What follows belongs to an exercise in optimizing a design on an open flow for small area and a short achievable clock period; a production flow would make more cautious choices.
Where RTL was checked, it was by simulation tests only, not by an equivalence proof against the original.
Power and IR drop assume default switching activity.

==> 07-12 <==
==> flow/design.v <==
package axis_fifo_pkg;
    localparam int TLAST_BITS = 1;
    function automatic integer ptr_width(input integer depth);
        ptr_width = $clog2(depth) + 1;
    endfunction
    function automatic integer entry_width(input integer data_width);
        entry_width = data_width + TLAST_BITS;
    endfunction
endpackage
module axis_fifo_ram #(
    parameter int WIDTH  = 17,
    parameter int ADDR_W = 7,
    parameter int LO_W   = 3,
    localparam int LO_N  = 1 << LO_W,
    localparam int HI_N  = 1 << (ADDR_W - LO_W)
) (
    input  logic              ACLK,
    input  logic              wr_en,
    input  logic [ADDR_W-1:0] wr_pos,
    input  logic [WIDTH-1:0]  wr_data,
    input  logic [HI_N-1:0]   rd_hi,
    input  logic [LO_N-1:0]   rd_lo,
    output logic [WIDTH-1:0]  rd_data
);
    localparam int SLOTS = (1 << ADDR_W) - 1;
    localparam int G1    = SLOTS / 3;           
    localparam int R1    = SLOTS % 3;           
    localparam int N1    = G1 + (R1 != 0);      
    logic [WIDTH-1:0] mem [1:SLOTS];
    logic [SLOTS:1]   rsel;
    logic [SLOTS:1]   wsel;
    always_comb begin
        for (int k = 1; k <= SLOTS; k++) begin
            rsel[k] = rd_hi[(k - 1) / LO_N] & rd_lo[(k - 1) % LO_N];
            wsel[k] = wr_en && (wr_pos == ADDR_W'(k - 1));
        end
    end
    for (genvar k = 1; k <= SLOTS; k++) begin : g_slot
        always_ff @(posedge ACLK) begin
            if (wsel[k]) begin
                mem[k] <= wr_data;
            end
        end
    end
    for (genvar b = 0; b < WIDTH; b++) begin : g_bit
        logic [N1-1:0] l1_n;
        for (genvar g = 0; g < G1; g++) begin : g_l1
            axis_fifo_aoi222 u_aoi (
                .a0(rsel[3*g+1]), .b0(mem[3*g+1][b]),
                .a1(rsel[3*g+2]), .b1(mem[3*g+2][b]),
                .a2(rsel[3*g+3]), .b2(mem[3*g+3][b]),
                .y (l1_n[g])
            );
        end
        if (R1 == 1) begin : g_r1
            axis_fifo_nand2 u_r (.a(rsel[SLOTS]), .b(mem[SLOTS][b]), .y(l1_n[G1]));
        end else if (R1 == 2) begin : g_r2
            axis_fifo_aoi22 u_r (
                .a0(rsel[SLOTS-1]), .b0(mem[SLOTS-1][b]),
                .a1(rsel[SLOTS]),   .b1(mem[SLOTS][b]),
                .y (l1_n[G1])
            );
        end
        axis_fifo_or_tree #(.N(N1)) u_tree (.in_n(l1_n), .y(rd_data[b]));
    end
endmodule
module axis_fifo_or_tree #(
    parameter int N = 43
) (
    input  logic [N-1:0] in_n,
    output logic         y
);
    localparam int N2 = (N  + 3) / 4;
    localparam int N3 = (N2 + 3) / 4;
    localparam int N4 = (N3 + 3) / 4;
    localparam int N5 = (N4 + 3) / 4;
    logic [N2-1:0] l2;       
    logic [N3-1:0] l3_n;     
    logic [N4-1:0] l4;       
    logic [N5-1:0] l5_n;     
    axis_fifo_reduce #(.N(N),  .INV_IN(1)) u_l2 (.in(in_n), .out(l2));
    if (N2 == 1) begin : g_e2
        assign y = l2[0];
    end else begin : g_c2
        axis_fifo_reduce #(.N(N2), .INV_IN(0)) u_l3 (.in(l2), .out(l3_n));
        if (N3 == 1) begin : g_e3
            axis_fifo_inv u_i (.a(l3_n[0]), .y(y));
        end else begin : g_c3
            axis_fifo_reduce #(.N(N3), .INV_IN(1)) u_l4 (.in(l3_n), .out(l4));
            if (N4 == 1) begin : g_e4
                assign y = l4[0];
            end else begin : g_c4
                axis_fifo_reduce #(.N(N4), .INV_IN(0)) u_l5 (.in(l4), .out(l5_n));
                axis_fifo_inv u_i (.a(l5_n[0]), .y(y));
            end
        end
    end
endmodule
module axis_fifo_reduce #(
    parameter int N      = 4,
    parameter bit INV_IN = 1
) (
    input  logic [N-1:0]         in,
    output logic [(N+3)/4-1:0]   out
);
    localparam int G = N / 4;
    localparam int R = N % 4;
    for (genvar g = 0; g < G; g++) begin : g_grp
        if (INV_IN) begin : g_nand
            axis_fifo_nand4 u (.a(in[4*g]), .b(in[4*g+1]), .c(in[4*g+2]), .d(in[4*g+3]), .y(out[g]));
        end else begin : g_nor
            axis_fifo_nor4 u (.a(in[4*g]), .b(in[4*g+1]), .c(in[4*g+2]), .d(in[4*g+3]), .y(out[g]));
        end
    end
    if (R == 1) begin : g_r1
        axis_fifo_inv u (.a(in[N-1]), .y(out[G]));
    end else if (R == 2) begin : g_r2
        if (INV_IN) begin : g_nand
            axis_fifo_nand2 u (.a(in[N-2]), .b(in[N-1]), .y(out[G]));
        end else begin : g_nor
            axis_fifo_nor2 u (.a(in[N-2]), .b(in[N-1]), .y(out[G]));
        end
    end else if (R == 3) begin : g_r3
        if (INV_IN) begin : g_nand
            axis_fifo_nand3 u (.a(in[N-3]), .b(in[N-2]), .c(in[N-1]), .y(out[G]));
        end else begin : g_nor
            axis_fifo_nor3 u (.a(in[N-3]), .b(in[N-2]), .c(in[N-1]), .y(out[G]));
        end
    end
endmodule
module axis_fifo_aoi222 (
    input  logic a0, b0, a1, b1, a2, b2,
    output logic y
);
    assign y = ~((a0 & b0) | (a1 & b1) | (a2 & b2));
endmodule
module axis_fifo_aoi22 (
    input  logic a0, b0, a1, b1,
    output logic y
);
    assign y = ~((a0 & b0) | (a1 & b1));
endmodule
module axis_fifo_nand4 (input logic a, b, c, d, output logic y);
    assign y = ~(a & b & c & d);
endmodule
module axis_fifo_nand3 (input logic a, b, c, output logic y);
    assign y = ~(a & b & c);
endmodule
module axis_fifo_nand2 (input logic a, b, output logic y);
    assign y = ~(a & b);
endmodule
module axis_fifo_nor4 (input logic a, b, c, d, output logic y);
    assign y = ~(a | b | c | d);
endmodule
module axis_fifo_nor3 (input logic a, b, c, output logic y);
    assign y = ~(a | b | c);
endmodule
module axis_fifo_nor2 (input logic a, b, output logic y);
    assign y = ~(a | b);
endmodule
module axis_fifo_inv (input logic a, output logic y);
    assign y = ~a;
endmodule
module axis_fifo #(
    parameter int DATA_WIDTH = 16,
    parameter int DEPTH      = 128,
    parameter int AF_THRESH  = DEPTH - 4,
    parameter int AE_THRESH  = 4,
    localparam int PTR_W     = axis_fifo_pkg::ptr_width(DEPTH)
) (
    input  logic                  ACLK,
    input  logic                  ARESET_N,
    input  logic                  FLUSH,
    input  logic                  S_TVALID,
    output logic                  S_TREADY,
    input  logic [DATA_WIDTH-1:0] S_TDATA,
    input  logic                  S_TLAST,
    output logic                  M_TLAST,
    output logic [PTR_W-1:0]      PKT_CNT,
    output logic                  M_TVALID,
    input  logic                  M_TREADY,
    output logic [DATA_WIDTH-1:0] M_TDATA,
    output logic [PTR_W-1:0]      LEVEL,
    output logic                  ALMOST_FULL,
    output logic                  ALMOST_EMPTY
);
    localparam int ADDR_W  = PTR_W - 1;
    localparam int ENTRY_W = axis_fifo_pkg::entry_width(DATA_WIDTH);
    localparam int LO_W    = ADDR_W / 2;
    localparam int LO_N    = 1 << LO_W;
    localparam int HI_N    = 1 << (ADDR_W - LO_W);
    typedef logic [PTR_W-1:0] ptr_t;
    if (AF_THRESH < 1 || AF_THRESH > DEPTH) begin : g_bad_af
        $error("axis_fifo: AF_THRESH must be within 1..DEPTH");
    end
    if (AE_THRESH < 0 || AE_THRESH > DEPTH - 1) begin : g_bad_ae
        $error("axis_fifo: AE_THRESH must be within 0..DEPTH-1");
    end
    if (DEPTH < 4 || (DEPTH & (DEPTH - 1)) != 0) begin : g_bad_depth
        $error("axis_fifo: DEPTH must be a power of two and at least 4");
    end
    logic [ENTRY_W-1:0] head;        
    logic [ENTRY_W-1:0] wr_entry;
    logic [ENTRY_W-1:0] rd_entry;
    logic [HI_N-1:0] rd_hi;
    logic [LO_N-1:0] rd_lo;
    logic [ADDR_W-1:0] wr_pos;       
    logic  rd_wrap;                  
    logic  one;                      
    logic  full;                     
    logic  push;
    logic  pop;
    logic  to_store;                 
    logic  from_store;               
    logic  up;                       
    logic  down;                     
    logic  load_s;                   
    logic  load_r;                   
    logic  hold;                     
    logic  pk_up;
    logic  pk_dn;
    ptr_t  level_inc;
    ptr_t  level_dec;
    ptr_t  pkt_inc;
    ptr_t  pkt_dec;
    assign full     = LEVEL[PTR_W-1];
    assign S_TREADY = ~full;
    assign M_TDATA  = head[DATA_WIDTH-1:0];
    assign rd_wrap = rd_hi[(DEPTH - 2) / LO_N] & rd_lo[(DEPTH - 2) % LO_N];
    always_comb begin
        push       = S_TVALID & ~full;
        pop        = M_TREADY & M_TVALID;
        to_store   = push & M_TVALID & ~(one & pop);
        from_store = pop & ~one;
        up         = push & ~pop;
        down       = pop & ~push;
        load_s     = push & (~M_TVALID | (one & pop));
        load_r     = from_store;
        hold       = ~(load_s | load_r | pop);
        level_inc  = LEVEL + ptr_t'(1);
        level_dec  = LEVEL - ptr_t'(1);
        pkt_inc    = PKT_CNT + ptr_t'(1);
        pkt_dec    = PKT_CNT - ptr_t'(1);
    end
    always_ff @(posedge ACLK or negedge ARESET_N) begin
        if (!ARESET_N) begin
            rd_hi        <= HI_N'(1);
            rd_lo        <= LO_N'(1);
            wr_pos       <= '0;
            LEVEL        <= '0;
            M_TVALID     <= 1'b0;
            one          <= 1'b0;
            ALMOST_FULL  <= 1'b0;
            ALMOST_EMPTY <= 1'b1;
        end else if (FLUSH) begin
            rd_hi        <= HI_N'(1);
            rd_lo        <= LO_N'(1);
            wr_pos       <= '0;
            LEVEL        <= '0;
            M_TVALID     <= 1'b0;
            one          <= 1'b0;
            ALMOST_FULL  <= 1'b0;
            ALMOST_EMPTY <= 1'b1;
        end else begin
            if (to_store) begin
                wr_pos <= (wr_pos == ADDR_W'(DEPTH - 2)) ? '0 : wr_pos + ADDR_W'(1);
            end
            if (from_store) begin
                if (rd_wrap) begin
                    rd_lo <= LO_N'(1);
                    rd_hi <= HI_N'(1);
                end else begin
                    rd_lo <= {rd_lo[LO_N-2:0], rd_lo[LO_N-1]};
                    if (rd_lo[LO_N-1]) begin
                        rd_hi <= {rd_hi[HI_N-2:0], rd_hi[HI_N-1]};
                    end
                end
            end
            if (up) begin
                LEVEL        <= level_inc;
                M_TVALID     <= 1'b1;
                one          <= (LEVEL == ptr_t'(0));
                ALMOST_FULL  <= (LEVEL >= ptr_t'(AF_THRESH - 1));
                ALMOST_EMPTY <= (LEVEL <= ptr_t'(AE_THRESH - 1));
            end else if (down) begin
                LEVEL        <= level_dec;
                M_TVALID     <= ~one;
                one          <= (LEVEL == ptr_t'(2));
                ALMOST_FULL  <= (LEVEL >= ptr_t'(AF_THRESH + 1));
                ALMOST_EMPTY <= (LEVEL <= ptr_t'(AE_THRESH + 1));
            end
        end
    end
    always_ff @(posedge ACLK or negedge ARESET_N) begin
        if (!ARESET_N) begin
            head <= '0;
        end else begin
            head <= ~FLUSH ? ((wr_entry & {ENTRY_W{load_s}})
                            | (rd_entry & {ENTRY_W{load_r}})
                            | (head     & {ENTRY_W{hold}})) : '0;
        end
    end
    assign wr_entry = {S_TLAST, S_TDATA};
    assign M_TLAST  = head[DATA_WIDTH];
    always_comb begin
        pk_up = (push & S_TLAST) & ~(pop & M_TLAST);
        pk_dn = ~(push & S_TLAST) & (pop & M_TLAST);
    end
    always_ff @(posedge ACLK or negedge ARESET_N) begin
        if (!ARESET_N) begin
            PKT_CNT <= '0;
        end else if (FLUSH) begin
            PKT_CNT <= '0;
        end else if (pk_up) begin
            PKT_CNT <= pkt_inc;
        end else if (pk_dn) begin
            PKT_CNT <= pkt_dec;
        end
    end
    axis_fifo_ram #(
        .WIDTH  (ENTRY_W),
        .ADDR_W (ADDR_W),
        .LO_W   (LO_W)
    ) u_ram (
        .ACLK     (ACLK),
        .wr_en    (~full),
        .wr_pos   (wr_pos),
        .wr_data  (wr_entry),
        .rd_hi    (rd_hi),
        .rd_lo    (rd_lo),
        .rd_data  (rd_entry)
    );
endmodule
==> flow/run.sh <==
#!/bin/bash
# synth_recipe.tcl (not shown) runs the flow's synth.tcl, then flattens the netlist and writes it again
# the make line also repeats each setting of config.mk as NAME=value (left out here)
make -C /OpenROAD-flow-scripts/flow DESIGN_CONFIG=/design/flow/config.mk WORK_HOME=/design/flow/orfs CLKGATE_MAP_FILE= SYNTH_SCRIPT=/design/flow/synth_recipe.tcl finish
==> flow/config.mk <==
export PLATFORM = sky130hd
export DESIGN_NAME = axis_fifo
export DESIGN_NICKNAME = axis_fifo
export VERILOG_FILES = /design/flow/design.v
export SDC_FILE = /design/flow/constraint.sdc
export NUM_CORES = 4
export LEC_CHECK = 0
export CAP_MARGIN = 20
export CORE_MARGIN = 2
export CORE_UTILIZATION = 60
export CTS_CLUSTER_DIAMETER = 80
export CTS_CLUSTER_SIZE = 25
export PLACE_DENSITY = 0.7
export SETUP_SLACK_MARGIN = 5
export SLEW_MARGIN = 20
export SYNTH_HIERARCHICAL = 1
export SYNTH_MINIMUM_KEEP_SIZE = 0
export TNS_END_PERCENT = 5
==> flow/constraint.sdc <==
create_clock -name core_clock -period 8.0 [get_ports {ACLK}]
set_input_delay 1.6000 -clock core_clock [delete_from_list [all_inputs] [get_ports {ACLK}]]
set_output_delay 1.6000 -clock core_clock [all_outputs]
set_load 0.01 [all_outputs]
==> inputs of 05-13, as changes to 07-12 <==
==> flow/design.v, changed modules only <==
module axis_fifo_ram #(
    parameter int WIDTH  = 17,
    parameter int ADDR_W = 7,
    parameter int LO_W   = 3,
    localparam int LO_N  = 1 << LO_W,
    localparam int HI_N  = 1 << (ADDR_W - LO_W)
) (
    input  logic              ACLK,
    input  logic              shift_en,
    input  logic [WIDTH-1:0]  wr_data,
    input  logic [HI_N-1:0]   rd_hi,       
    input  logic [LO_N-1:0]   rd_lo,       
    output logic [WIDTH-1:0]  rd_data
);
    localparam int SLOTS = (1 << ADDR_W) - 1;
    localparam int G1    = SLOTS / 3;           
    localparam int R1    = SLOTS % 3;           
    localparam int N1    = G1 + (R1 != 0);      
    logic [WIDTH-1:0] mem [1:SLOTS];
    logic [SLOTS:1]   rsel;
    always_comb begin
        for (int k = 1; k <= SLOTS; k++) begin
            rsel[k] = rd_hi[(k - 1) / LO_N] & rd_lo[(k - 1) % LO_N];
        end
    end
    always_ff @(posedge ACLK) begin
        if (shift_en) begin
            mem[1] <= wr_data;
        end
    end
    for (genvar k = 2; k <= SLOTS; k++) begin : g_slot
        always_ff @(posedge ACLK) begin
            if (shift_en) begin
                mem[k] <= mem[k-1];
            end
        end
    end
    for (genvar b = 0; b < WIDTH; b++) begin : g_bit
        logic [N1-1:0] l1_n;
        for (genvar g = 0; g < G1; g++) begin : g_l1
            axis_fifo_aoi222 u_aoi (
                .a0(rsel[3*g+1]), .b0(mem[3*g+1][b]),
                .a1(rsel[3*g+2]), .b1(mem[3*g+2][b]),
                .a2(rsel[3*g+3]), .b2(mem[3*g+3][b]),
                .y (l1_n[g])
            );
        end
        if (R1 == 1) begin : g_r1
            axis_fifo_nand2 u_r (.a(rsel[SLOTS]), .b(mem[SLOTS][b]), .y(l1_n[G1]));
        end else if (R1 == 2) begin : g_r2
            axis_fifo_aoi22 u_r (
                .a0(rsel[SLOTS-1]), .b0(mem[SLOTS-1][b]),
                .a1(rsel[SLOTS]),   .b1(mem[SLOTS][b]),
                .y (l1_n[G1])
            );
        end
        axis_fifo_or_tree #(.N(N1)) u_tree (.in_n(l1_n), .y(rd_data[b]));
    end
endmodule
module axis_fifo #(
    parameter int DATA_WIDTH = 16,
    parameter int DEPTH      = 128,
    parameter int AF_THRESH  = DEPTH - 4,
    parameter int AE_THRESH  = 4,
    localparam int PTR_W     = axis_fifo_pkg::ptr_width(DEPTH)
) (
    input  logic                  ACLK,
    input  logic                  ARESET_N,
    input  logic                  FLUSH,
    input  logic                  S_TVALID,
    output logic                  S_TREADY,
    input  logic [DATA_WIDTH-1:0] S_TDATA,
    input  logic                  S_TLAST,
    output logic                  M_TLAST,
    output logic [PTR_W-1:0]      PKT_CNT,
    output logic                  M_TVALID,
    input  logic                  M_TREADY,
    output logic [DATA_WIDTH-1:0] M_TDATA,
    output logic [PTR_W-1:0]      LEVEL,
    output logic                  ALMOST_FULL,
    output logic                  ALMOST_EMPTY
);
    localparam int ADDR_W  = PTR_W - 1;
    localparam int ENTRY_W = axis_fifo_pkg::entry_width(DATA_WIDTH);
    localparam int LO_W    = ADDR_W / 2;
    localparam int LO_N    = 1 << LO_W;
    localparam int HI_N    = 1 << (ADDR_W - LO_W);
    typedef logic [PTR_W-1:0] ptr_t;
    if (AF_THRESH < 1 || AF_THRESH > DEPTH) begin : g_bad_af
        $error("axis_fifo: AF_THRESH must be within 1..DEPTH");
    end
    if (AE_THRESH < 0 || AE_THRESH > DEPTH - 1) begin : g_bad_ae
        $error("axis_fifo: AE_THRESH must be within 0..DEPTH-1");
    end
    if (DEPTH < 4 || (DEPTH & (DEPTH - 1)) != 0) begin : g_bad_depth
        $error("axis_fifo: DEPTH must be a power of two and at least 4");
    end
    logic [ENTRY_W-1:0] head;        
    logic [ENTRY_W-1:0] wr_entry;
    logic [ENTRY_W-1:0] rd_entry;
    logic [HI_N-1:0] rd_hi;
    logic [LO_N-1:0] rd_lo;
    logic  one;                      
    logic  full;                     
    logic  push;
    logic  pop;
    logic  to_store;                 
    logic  from_store;               
    logic  up;                       
    logic  down;                     
    logic  pos_up;                   
    logic  pos_dn;                   
    logic  load_s;                   
    logic  load_r;                   
    logic  hold;                     
    logic  pk_up;
    logic  pk_dn;
    ptr_t  level_inc;
    ptr_t  level_dec;
    ptr_t  pkt_inc;
    ptr_t  pkt_dec;
    assign full     = LEVEL[PTR_W-1];
    assign S_TREADY = ~full;
    assign M_TDATA  = head[DATA_WIDTH-1:0];
    always_comb begin
        push       = S_TVALID & ~full;
        pop        = M_TREADY & M_TVALID;
        to_store   = push & M_TVALID & ~(one & pop);
        from_store = pop & ~one;
        up         = push & ~pop;
        down       = pop & ~push;
        pos_up     = to_store & ~from_store;
        pos_dn     = from_store & ~to_store;
        load_s     = push & (~M_TVALID | (one & pop));
        load_r     = from_store;
        hold       = ~(load_s | load_r | pop);
        level_inc  = LEVEL + ptr_t'(1);
        level_dec  = LEVEL - ptr_t'(1);
        pkt_inc    = PKT_CNT + ptr_t'(1);
        pkt_dec    = PKT_CNT - ptr_t'(1);
    end
    always_ff @(posedge ACLK or negedge ARESET_N) begin
        if (!ARESET_N) begin
            rd_hi        <= HI_N'(1) << (HI_N - 1);
            rd_lo        <= LO_N'(1) << (LO_N - 1);
            LEVEL        <= '0;
            M_TVALID     <= 1'b0;
            one          <= 1'b0;
            ALMOST_FULL  <= 1'b0;
            ALMOST_EMPTY <= 1'b1;
        end else if (FLUSH) begin
            rd_hi        <= HI_N'(1) << (HI_N - 1);
            rd_lo        <= LO_N'(1) << (LO_N - 1);
            LEVEL        <= '0;
            M_TVALID     <= 1'b0;
            one          <= 1'b0;
            ALMOST_FULL  <= 1'b0;
            ALMOST_EMPTY <= 1'b1;
        end else begin
            if (pos_up) begin
                rd_lo <= {rd_lo[LO_N-2:0], rd_lo[LO_N-1]};
                if (rd_lo[LO_N-1]) begin
                    rd_hi <= {rd_hi[HI_N-2:0], rd_hi[HI_N-1]};
                end
            end else if (pos_dn) begin
                rd_lo <= {rd_lo[0], rd_lo[LO_N-1:1]};
                if (rd_lo[0]) begin
                    rd_hi <= {rd_hi[0], rd_hi[HI_N-1:1]};
                end
            end
            if (up) begin
                LEVEL        <= level_inc;
                M_TVALID     <= 1'b1;
                one          <= (LEVEL == ptr_t'(0));
                ALMOST_FULL  <= (LEVEL >= ptr_t'(AF_THRESH - 1));
                ALMOST_EMPTY <= (LEVEL <= ptr_t'(AE_THRESH - 1));
            end else if (down) begin
                LEVEL        <= level_dec;
                M_TVALID     <= ~one;
                one          <= (LEVEL == ptr_t'(2));
                ALMOST_FULL  <= (LEVEL >= ptr_t'(AF_THRESH + 1));
                ALMOST_EMPTY <= (LEVEL <= ptr_t'(AE_THRESH + 1));
            end
        end
    end
    always_ff @(posedge ACLK or negedge ARESET_N) begin
        if (!ARESET_N) begin
            head <= '0;
        end else begin
            head <= ~FLUSH ? ((wr_entry & {ENTRY_W{load_s}})
                            | (rd_entry & {ENTRY_W{load_r}})
                            | (head     & {ENTRY_W{hold}})) : '0;
        end
    end
    assign wr_entry = {S_TLAST, S_TDATA};
    assign M_TLAST  = head[DATA_WIDTH];
    always_comb begin
        pk_up = (push & S_TLAST) & ~(pop & M_TLAST);
        pk_dn = ~(push & S_TLAST) & (pop & M_TLAST);
    end
    always_ff @(posedge ACLK or negedge ARESET_N) begin
        if (!ARESET_N) begin
            PKT_CNT <= '0;
        end else if (FLUSH) begin
            PKT_CNT <= '0;
        end else if (pk_up) begin
            PKT_CNT <= pkt_inc;
        end else if (pk_dn) begin
            PKT_CNT <= pkt_dec;
        end
    end
    axis_fifo_ram #(
        .WIDTH  (ENTRY_W),
        .ADDR_W (ADDR_W),
        .LO_W   (LO_W)
    ) u_ram (
        .ACLK     (ACLK),
        .shift_en (to_store & ~FLUSH),
        .wr_data  (wr_entry),
        .rd_hi    (rd_hi),
        .rd_lo    (rd_lo),
        .rd_data  (rd_entry)
    );
endmodule
Settings changed: CORE_UTILIZATION 60 to 40, CTS_CLUSTER_DIAMETER 80 to unset, CTS_CLUSTER_SIZE 25 to unset, PLACE_DENSITY 0.7 to unset, TNS_END_PERCENT 5 to unset.
==> inputs of 11-18, as changes to 07-12 <==
--- a/flow/design.v
+++ b/flow/design.v
@@ -163,2 +163,5 @@
 endmodule
+module axis_fifo_ao21 (input logic a, b, c, output logic y);
+    assign y = (a & b) | c;
+endmodule
 module axis_fifo #(
@@ -293,2 +296,13 @@
     end
+    logic               take_r;
+    logic [ENTRY_W-1:0] head_rest;
+    logic [ENTRY_W-1:0] head_d;
+    always_comb begin
+        take_r    = load_r & ~FLUSH;
+        head_rest = ((wr_entry & {ENTRY_W{load_s}}) | (head & {ENTRY_W{hold}}))
+                  & {ENTRY_W{~FLUSH}};
+    end
+    for (genvar b = 0; b < ENTRY_W; b++) begin : g_head
+        axis_fifo_ao21 u_ao (.a(rd_entry[b]), .b(take_r), .c(head_rest[b]), .y(head_d[b]));
+    end
     always_ff @(posedge ACLK or negedge ARESET_N) begin
@@ -297,5 +311,3 @@
         end else begin
-            head <= ~FLUSH ? ((wr_entry & {ENTRY_W{load_s}})
-                            | (rd_entry & {ENTRY_W{load_r}})
-                            | (head     & {ENTRY_W{hold}})) : '0;
+            head <= head_d;
         end
Settings changed: TNS_END_PERCENT 5 to 100.
==> notes.md <==
Against 11-18, the first-iteration DRC count of 07-12 is lower by 1.1%.
Against 11-18, the critical path depth of 05-13 is higher by 1.
Setup slack: 07-12 < 05-13 < 11-18.
Clock skew, lowest first: 11-18, 05-13, 07-12.
The highest clock power belongs to 05-13, the lowest to 11-18.
05-13 passed the timing, DRC and antenna checks. 11-18 finished with timing, DRC and antenna clean. 07-12 ran to the end with no violations.
The lowest combinational power belongs to 07-12, the highest to 05-13.
Between 07-12 and 05-13, the lower clock-buffer cell count is in 07-12 (gap 102).
Area after synthesis, highest first: 11-18, 07-12, 05-13.
The highest routed wire length belongs to 07-12, the lowest to 05-13.
Between 11-18 and 05-13, the lower maximum frequency is in 05-13 (gap 5.2%, measured against 05-13).
==> figures <==
metric	11-18	05-13	07-12
Post-detailed-route via-to-cell ratio	7.42	6.33	7.55
Transition time at the pin with the least slew margin	1130 ps	834 ps	1120 ps
Fraction of standard cell area that is sequential	75.6%	71.8%	75.5%
Layout inverter count without the clock tree	10	9	10
Async set or reset register ratio after synthesis	3.05%	2.75%	3.05%
Chip Width	368 um	446 um	367 um
Clock Buffer Count	148	250	148
Count of multi-input gates	1589	1382	1552
GRT met2 Usage	46.3%	27.4%	49.2%
Final clock skew	29.1 ps	46.4 ps	49.3 ps
Layout buffer count excluding clock buffers	290	313	310
Run status	timing/DRC/antenna clean	timing/DRC/antenna clean	timing/DRC/antenna clean
Worst reg2reg startpoint	rd_lo[0]	rd_lo[0]	rd_lo[7]
Rows	133	162	133
Proportion of synthesized area in mux cells	0.0520%	0.0448%	0.0521%
Pin count of the biggest net entering global routing	104	105	93
Synthesized area	79400 sq um	78200 sq um	79300 sq um
Relative area of non-clock buffer cells in the final design	2.57%	4.41%	3.01%
Hold worst-path end	LEVEL[3]	u_ram.mem[56][10]	PKT_CNT[5]
Clk sink count	2227	2220	2227
Met1 Resource Use GR	46.8%	27.6%	45.6%
Only the layout flow was run in 05-13; the RTL was not checked for function there.

-- separate check: timing with driven ports --
The flow's constraints put no driver on any port. The routed layouts listed below were extracted and timed again, unchanged, in two steps.
Step 1 assumes that a clkbuf_16 drives the clock port and a buf_2 every other input.
Step 2 adds t to the input delays and takes it off the output delays; t is the mean of the earliest and latest rising clock arrival at the registers after step 1. Input paths then give back, and output paths get back, about the clock's delay inside the block.
Slacks: ideal ports / drivers / drivers and shift; pairs: ideal ports / drivers.
| run | shift t [ns] | slack for setup (ns) | worst slew at a driven data input, ns | cell pins on the clock port's net |
|---|---|---|---|---|
| 07-12 | 0.818 | 4.501 / 4.501 / 4.172 | 0.05 | 1 |
| 05-13 | 0.901 | 4.670 / 4.670 / 4.125 | 0.04 | 1 |
| 11-18 | 0.829 | 4.833 / 4.833 / 4.357 | 0.06 | 1 |
After both steps setup and hold are still met in every run listed. The setup slack of 05-13, which loses most, moves by 0.000 ns with the drivers and by -0.545 ns with both steps.
